Source: an optimization exercise on an open RTL-to-GDS flow (aim: small area, a short achievable clock period and few clock cycles). Production flows keep margins and buffers that such runs may drop. At most, simulation tests tie the RTL to the original design; equivalence was not proved. Power and IR drop assume default switching activity.

v6:
## riscv_core
module riscv_core
(
  input  logic                raw_clk,
  input  logic                button_reset,
  input  logic                button_halt,
  output logic [15:0]         mem_addr,
  output logic [31:0]         mem_wdata,
  output logic [3:0]          mem_byte_en,
  output logic                mem_enable,
  output logic                mem_write,
  input  logic [31:0]         mem_rdata,
  output logic                halted,
  output logic                error
);
clock: 12.0 ns
lec_check: 0
cap_margin: 20
core_margin: 2
core_utilization: 40
cts_cluster_diameter: 100
cts_cluster_size: 20
slew_margin: 20
standard.sh (not shown) runs the stock make flow with config.mk's settings and CLKGATE_MAP_FILE= SYNTH_SCRIPT=/design/flow/synth_recipe.tcl, a recipe that flattens the netlist after the stock synthesis.
==> flow/flow/run.sh <==
#!/bin/bash
set -euo pipefail
export SETUP_SLACK_MARGIN=${MARGIN:-7.5}
bash standard.sh > standard_flow.log 2>&1
Testbench counts of v6, summed over its fixed seeds: cycles 134,829.
What v7 does differently from v6 at the input level:
--- a/flow/design.v
+++ b/flow/design.v
@@ -29,15 +29,15 @@
   logic        lt_unsigned;
   logic [4:0]  shamt;
   logic        left;
   logic [31:0] sh_in;
   logic [32:0] sh_wide;
   logic [31:0] sh_out;
   logic [31:0] sh_res;
-  prefix_adder #(.W(32), .L(5)) i_adder
+  prefix_adder #(.W(32)) i_adder
   (
     .a    (operand_a),
     .b    (sub ? ~operand_b : operand_b),
     .cin  (sub),
     .sum  (wide[31:0]),
     .cout (wide[32])
   );
@@ -64,22 +64,23 @@
       3'b101: result = sh_res;
       3'b000: result = operand_a ^ operand_b;
       3'b110: result = operand_a | operand_b;
       default: result = operand_a & operand_b;
     endcase
   end
 endmodule
-module prefix_adder #(parameter int W = 32, parameter int L = 5)    
+module prefix_adder #(parameter int W = 32)
 (
   input  logic [W-1:0] a,
   input  logic [W-1:0] b,
   input  logic         cin,
   output logic [W-1:0] sum,
   output logic         cout
 );
+  localparam int L = $clog2(W);
   logic [W-1:0] g [L+1];
   logic [W-1:0] p [L+1];
   logic [W-1:0] x;
   assign x = a ^ b;
   always_comb
   begin
     g[0] = a & b;
@@ -316,15 +317,15 @@
   logic branch_taken;
   logic cmp_eq;
   logic cmp_ltu;
   logic cmp_lt;
   assign cmp_eq  = (rs1_data == rs2_data);
   logic [31:0] cmp_diff;
   logic        cmp_carry;
-  prefix_adder #(.W(32), .L(5)) i_compare
+  prefix_adder #(.W(32)) i_compare
   (
     .a    (rs1_data),
     .b    (~rs2_data),
     .cin  (1'b1),
     .sum  (cmp_diff),
     .cout (cmp_carry)
   );
@@ -336,15 +337,15 @@
                       (is_alur && funct3 == 3'b000 && ir[30]);
   assign alu_arith  = ir[30];
   assign operand_a  = rs1_data;
   assign operand_b  = is_alur ? rs2_data : i_imm;
   logic [15:0] ea_sum;
   logic [15:0] ea_addr;
   logic        ea_carry;
-  prefix_adder #(.W(16), .L(4)) i_ea_adder
+  prefix_adder #(.W(16)) i_ea_adder
   (
     .a    (rs1_data[15:0]),
     .b    (is_store ? s_imm[15:0] : i_imm[15:0]),
     .cin  (1'b0),
     .sum  (ea_sum),
     .cout (ea_carry)
   );
Findings:
v7 vs. v6: setup slack at placement roughly the same, via count roughly the same, number of buffers inserted during clock tree synthesis roughly the same.
Going from v6 to v7, synthesized area did not really move; remaining number of nets flagged by the antenna check after routing did not really move.
Reported for v7 and v6, number of ports placed on the die boundary turned out identical to the last digit.
Setup slack came out exactly the same in v7 and v6.
From v6 to v7, number of synthesized flops with an enable pin did not move at all.
v7 and v6 ended up with nearly the same non-clock buffer share of cell area.
As far as wire length goes, v7 and v6 are indistinguishable; the numbers are identical.
No functional check of the RTL was part of v7.

* * *

riscv_core with an RTL version that a note above also has.
Size: ~4,900 cells after synthesis, roughly 1,300 flip-flops, about 91 I/O pins, roughly 60,000 sq um of cells after synthesis.
clock: 12.0 ns
lec_check: 0
cap_margin: 20
core_margin: 2
core_utilization: 40
cts_cluster_diameter: 100
cts_cluster_size: 20
slew_margin: 20
==> flow/flow/run.sh <==
#!/bin/bash
set -euo pipefail
export SETUP_SLACK_MARGIN=${MARGIN:-7.0}
bash standard.sh > standard_flow.log 2>&1
The first run finished clean.
Rerun with:
--- a/flow/design.v
+++ b/flow/design.v
@@ -28,17 +28,17 @@
   logic        lt_signed;
   logic        lt_unsigned;
   logic [4:0]  shamt;
   logic        left;
   logic [31:0] sh_in;
   logic [32:0] sh_wide;
   logic [31:0] sh_out;
   logic [31:0] sh_res;
-  prefix_adder #(.W(32)) i_adder
+  prefix_adder #(.W(32), .L(5)) i_adder
   (
     .a    (operand_a),
     .b    (sub ? ~operand_b : operand_b),
     .cin  (sub),
     .sum  (wide[31:0]),
     .cout (wide[32])
   );
   assign sum = wide[31:0];
@@ -63,25 +63,24 @@
       3'b100: result = operand_a ^ operand_b;
       3'b101: result = sh_res;
       3'b000: result = operand_a ^ operand_b;
       3'b110: result = operand_a | operand_b;
       default: result = operand_a & operand_b;
     endcase
   end
 endmodule
-module prefix_adder #(parameter int W = 32)
+module prefix_adder #(parameter int W = 32, parameter int L = 5)    
 (
   input  logic [W-1:0] a,
   input  logic [W-1:0] b,
   input  logic         cin,
   output logic [W-1:0] sum,
   output logic         cout
 );
-  localparam int L = $clog2(W);
   logic [W-1:0] g [L+1];
   logic [W-1:0] p [L+1];
   logic [W-1:0] x;
   assign x = a ^ b;
   always_comb
   begin
     g[0] = a & b;
     p[0] = x;
@@ -316,17 +315,17 @@
   assign stop_now = halt_btn || (ex && (is_system || is_unknown)) || stopped;
   logic branch_taken;
   logic cmp_eq;
   logic cmp_ltu;
   logic cmp_lt;
   assign cmp_eq  = (rs1_data == rs2_data);
   logic [31:0] cmp_diff;
   logic        cmp_carry;
-  prefix_adder #(.W(32)) i_compare
+  prefix_adder #(.W(32), .L(5)) i_compare
   (
     .a    (rs1_data),
     .b    (~rs2_data),
     .cin  (1'b1),
     .sum  (cmp_diff),
     .cout (cmp_carry)
   );
   assign cmp_ltu = !cmp_carry;
@@ -336,17 +335,17 @@
   assign alu_sub    = ((is_alur || is_alui) && funct3[2:1] == 2'b01) ||
                       (is_alur && funct3 == 3'b000 && ir[30]);
   assign alu_arith  = ir[30];
   assign operand_a  = rs1_data;
   assign operand_b  = is_alur ? rs2_data : i_imm;
   logic [15:0] ea_sum;
   logic [15:0] ea_addr;
   logic        ea_carry;
-  prefix_adder #(.W(16)) i_ea_adder
+  prefix_adder #(.W(16), .L(4)) i_ea_adder
   (
     .a    (rs1_data[15:0]),
     .b    (is_store ? s_imm[15:0] : i_imm[15:0]),
     .cin  (1'b0),
     .sum  (ea_sum),
     .cout (ea_carry)
   );
   assign ea_addr = {ea_sum[15:2], ea_sum[1:0] & {2{!is_jalr}}};
After rerunning:
- final cell count is unchanged
- routed wire length is unchanged
- clock-buffer cell count stays the same
- clock power stays flat
- synthesized cell count does not change
- utilization is unchanged
- worst setup slack stays the same
- cell area stays the same
- global-route usage is unchanged
- power is unchanged
- clock skew is unchanged
- fmax is unchanged
- hold slack stays the same
- sequential power barely changes
Testbench counts after the change, summed over its fixed seeds: cycles 134,829.
No functional check of the RTL was part of the first run of this note.

* * *

riscv_core, a different RTL version from the one above (not shown whole).
Size in the first run: ~4800 cells after synthesis, ~1200 flip-flops, roughly 59000 µm² of cells after synthesis.
Settings: LEC_CHECK=0, CAP_MARGIN=20, CORE_MARGIN=2, CORE_UTILIZATION=40, SLEW_MARGIN=20; clock period 12.0 ns.
run.sh (not shown) runs the stock make flow with config.mk's settings and CLKGATE_MAP_FILE= SYNTH_SCRIPT=/design/flow/synth_recipe.tcl, a recipe that flattens the netlist after the stock synthesis.
Stock flow here: none of the scripts above is used.
Rerun with:
--- a/flow/design.v
+++ b/flow/design.v
@@ -60,35 +60,27 @@
       default: result = operand_a & operand_b;
     endcase
   end
 endmodule
 `timescale 1ns/1ps
 module register_file
 (
   input  logic        raw_clk,
-  input  logic [31:1] rs1_sel,
-  input  logic [31:1] rs2_sel,
+  input  logic [4:0]  rs1_addr,
+  input  logic [4:0]  rs2_addr,
   output logic [31:0] rs1_data,
   output logic [31:0] rs2_data,
   input  logic        rd_we,
   input  logic [4:0]  rd_addr,
   input  logic [31:0] rd_wdata
 );
   logic [31:0] regs [1:31];
-  always_comb
-  begin
-    rs1_data = 32'h0000_0000;
-    rs2_data = 32'h0000_0000;
-    for (int i = 1; i < 32; i++)
-    begin
-      rs1_data = rs1_data | ({32{rs1_sel[i]}} & regs[i]);
-      rs2_data = rs2_data | ({32{rs2_sel[i]}} & regs[i]);
-    end
-  end
+  assign rs1_data = (rs1_addr == 5'd0) ? 32'h0000_0000 : regs[rs1_addr];
+  assign rs2_data = (rs2_addr == 5'd0) ? 32'h0000_0000 : regs[rs2_addr];
   always_ff @(posedge raw_clk)
   begin
     if (rd_we && rd_addr != 5'd0)
       regs[rd_addr] <= rd_wdata;
   end
 endmodule
 `timescale 1ns/1ps
 module load_store_unit
@@ -152,18 +144,18 @@
   output logic                 mem_write,
   output logic [2:0]           st_funct3,
   output logic [1:0]           st_ea_low,
   input  logic [31:0]          store_wdata,
   input  logic [3:0]           store_byte_en,
   output logic [2:0]           ld_funct3,
   output logic [1:0]           ld_ea_low,
   input  logic [31:0]          load_value,
-  output logic [31:1]          rs1_sel,
-  output logic [31:1]          rs2_sel,
+  output logic [4:0]           rs1_addr,
+  output logic [4:0]           rs2_addr,
   input  logic [31:0]          rs1_data,
   input  logic [31:0]          rs2_data,
   output logic                 rd_we,
   output logic [4:0]           rd_addr,
   output logic [31:0]          rd_wdata,
   output logic [2:0]           alu_funct3,
   output logic                 alu_sub,
   output logic                 alu_arith,
@@ -188,18 +180,16 @@
   logic        resp_load;
   logic [4:0]  resp_rd;
   logic [2:0]  resp_f3;
   logic [15:0] last_fetch;      
   logic [15:0] seq_addr;
   logic [31:0] ir;
   logic [15:0] ir_pc;
   logic        ir_valid;
-  logic [4:0]  rs1_addr;
-  logic [4:0]  rs2_addr;
   logic        stopped;
   assign seq_addr    = last_fetch + 16'd4;
   assign mem_addr    = req_addr;
   assign mem_enable  = req_en;
   assign mem_write   = req_we;
   assign mem_wdata   = req_wdata;
   assign mem_byte_en = req_be;
   logic [6:0]  opcode;
@@ -294,21 +284,16 @@
     req_f3    <= funct3;
     resp_addr <= req_addr;
     resp_rd   <= req_rd;
     resp_f3   <= req_f3;
     if (!ir_valid || ex)
     begin
       ir    <= mem_rdata;
       ir_pc <= resp_addr;
-      for (int i = 1; i < 32; i++)
-      begin
-        rs1_sel[i] <= (mem_rdata[19:15] == 5'(i));
-        rs2_sel[i] <= (mem_rdata[24:20] == 5'(i));
-      end
     end
     if (!button_reset)
     begin
       req_addr   <= riscv_pkg::start_pc;
       req_en     <= 1'b1;
       req_we     <= 1'b0;
       req_fetch  <= 1'b1;
       req_load   <= 1'b0;
@@ -385,18 +370,18 @@
 );
   logic [2:0]  st_funct3;
   logic [1:0]  st_ea_low;
   logic [31:0] store_wdata;
   logic [3:0]  store_byte_en;
   logic [2:0]  ld_funct3;
   logic [1:0]  ld_ea_low;
   logic [31:0] load_value;
-  logic [31:1] rs1_sel;
-  logic [31:1] rs2_sel;
+  logic [4:0]  rs1_addr;
+  logic [4:0]  rs2_addr;
   logic [31:0] rs1_data;
   logic [31:0] rs2_data;
   logic        rd_we;
   logic [4:0]  rd_addr;
   logic [31:0] rd_wdata;
   logic [2:0]  alu_funct3;
   logic        alu_sub;
   logic        alu_arith;
@@ -417,18 +402,18 @@
     .mem_write     (mem_write),
     .st_funct3     (st_funct3),
     .st_ea_low     (st_ea_low),
     .store_wdata   (store_wdata),
     .store_byte_en (store_byte_en),
     .ld_funct3     (ld_funct3),
     .ld_ea_low     (ld_ea_low),
     .load_value    (load_value),
-    .rs1_sel       (rs1_sel),
-    .rs2_sel       (rs2_sel),
+    .rs1_addr      (rs1_addr),
+    .rs2_addr      (rs2_addr),
     .rs1_data      (rs1_data),
     .rs2_data      (rs2_data),
     .rd_we         (rd_we),
     .rd_addr       (rd_addr),
     .rd_wdata      (rd_wdata),
     .alu_funct3    (alu_funct3),
     .alu_sub       (alu_sub),
     .alu_arith     (alu_arith),
@@ -437,18 +422,18 @@
     .alu_result    (alu_result),
     .alu_sum       (alu_sum),
     .halted        (halted),
     .error         (error)
   );
   register_file i_register_file
   (
     .raw_clk  (raw_clk),
-    .rs1_sel  (rs1_sel),
-    .rs2_sel  (rs2_sel),
+    .rs1_addr (rs1_addr),
+    .rs2_addr (rs2_addr),
     .rs1_data (rs1_data),
     .rs2_data (rs2_data),
     .rd_we    (rd_we),
     .rd_addr  (rd_addr),
     .rd_wdata (rd_wdata)
   );
   alu i_alu
   (
Clock skew fell by 0.030 ns.
Core utilization fell by 1.2 points.
Setup slack got worse by 1.3 ns.
Die area rose by 8.9%.
Synthesized cell count fell by about 3.4%.
Function was not checked in any run of this note: the RTL went through the layout flow alone.

re-timing with driven ports:
How much do the figures lean on ideal ports? The routed layouts below were timed once more, with nothing changed but the port constraints.
Step 1 sets driving cells, clkbuf_16 on the clock port and buf_2 on the other inputs (assumed; they add their load-dependent delay and slew).
Step 2 times the ports against the registers' clock, not the clock port: input delays grow and output delays shrink by t, the midpoint of the rising clock arrivals with the driver on.
Slacks: no drivers / after step 1 / after step 2; pairs: no drivers / after step 1.
run	t (ns)	slack for setup (ns)	worst data-port slew with drivers (ns)
v6	0.828	7.297 / 7.297 / 6.676	0.05
v7	0.828	7.297 / 7.297 / 6.676	0.05
the first run of note 2	0.816	6.889 / 6.889 / 6.294	0.04
the second run of note 2	0.816	6.889 / 6.889 / 6.294	0.04
the first run of note 3	0.859	4.424 / 4.424 / 4.424	0.06
the second run of note 3	0.820	3.157 / 3.157 / 3.157	0.04
After both steps setup and hold are still met in every run listed.
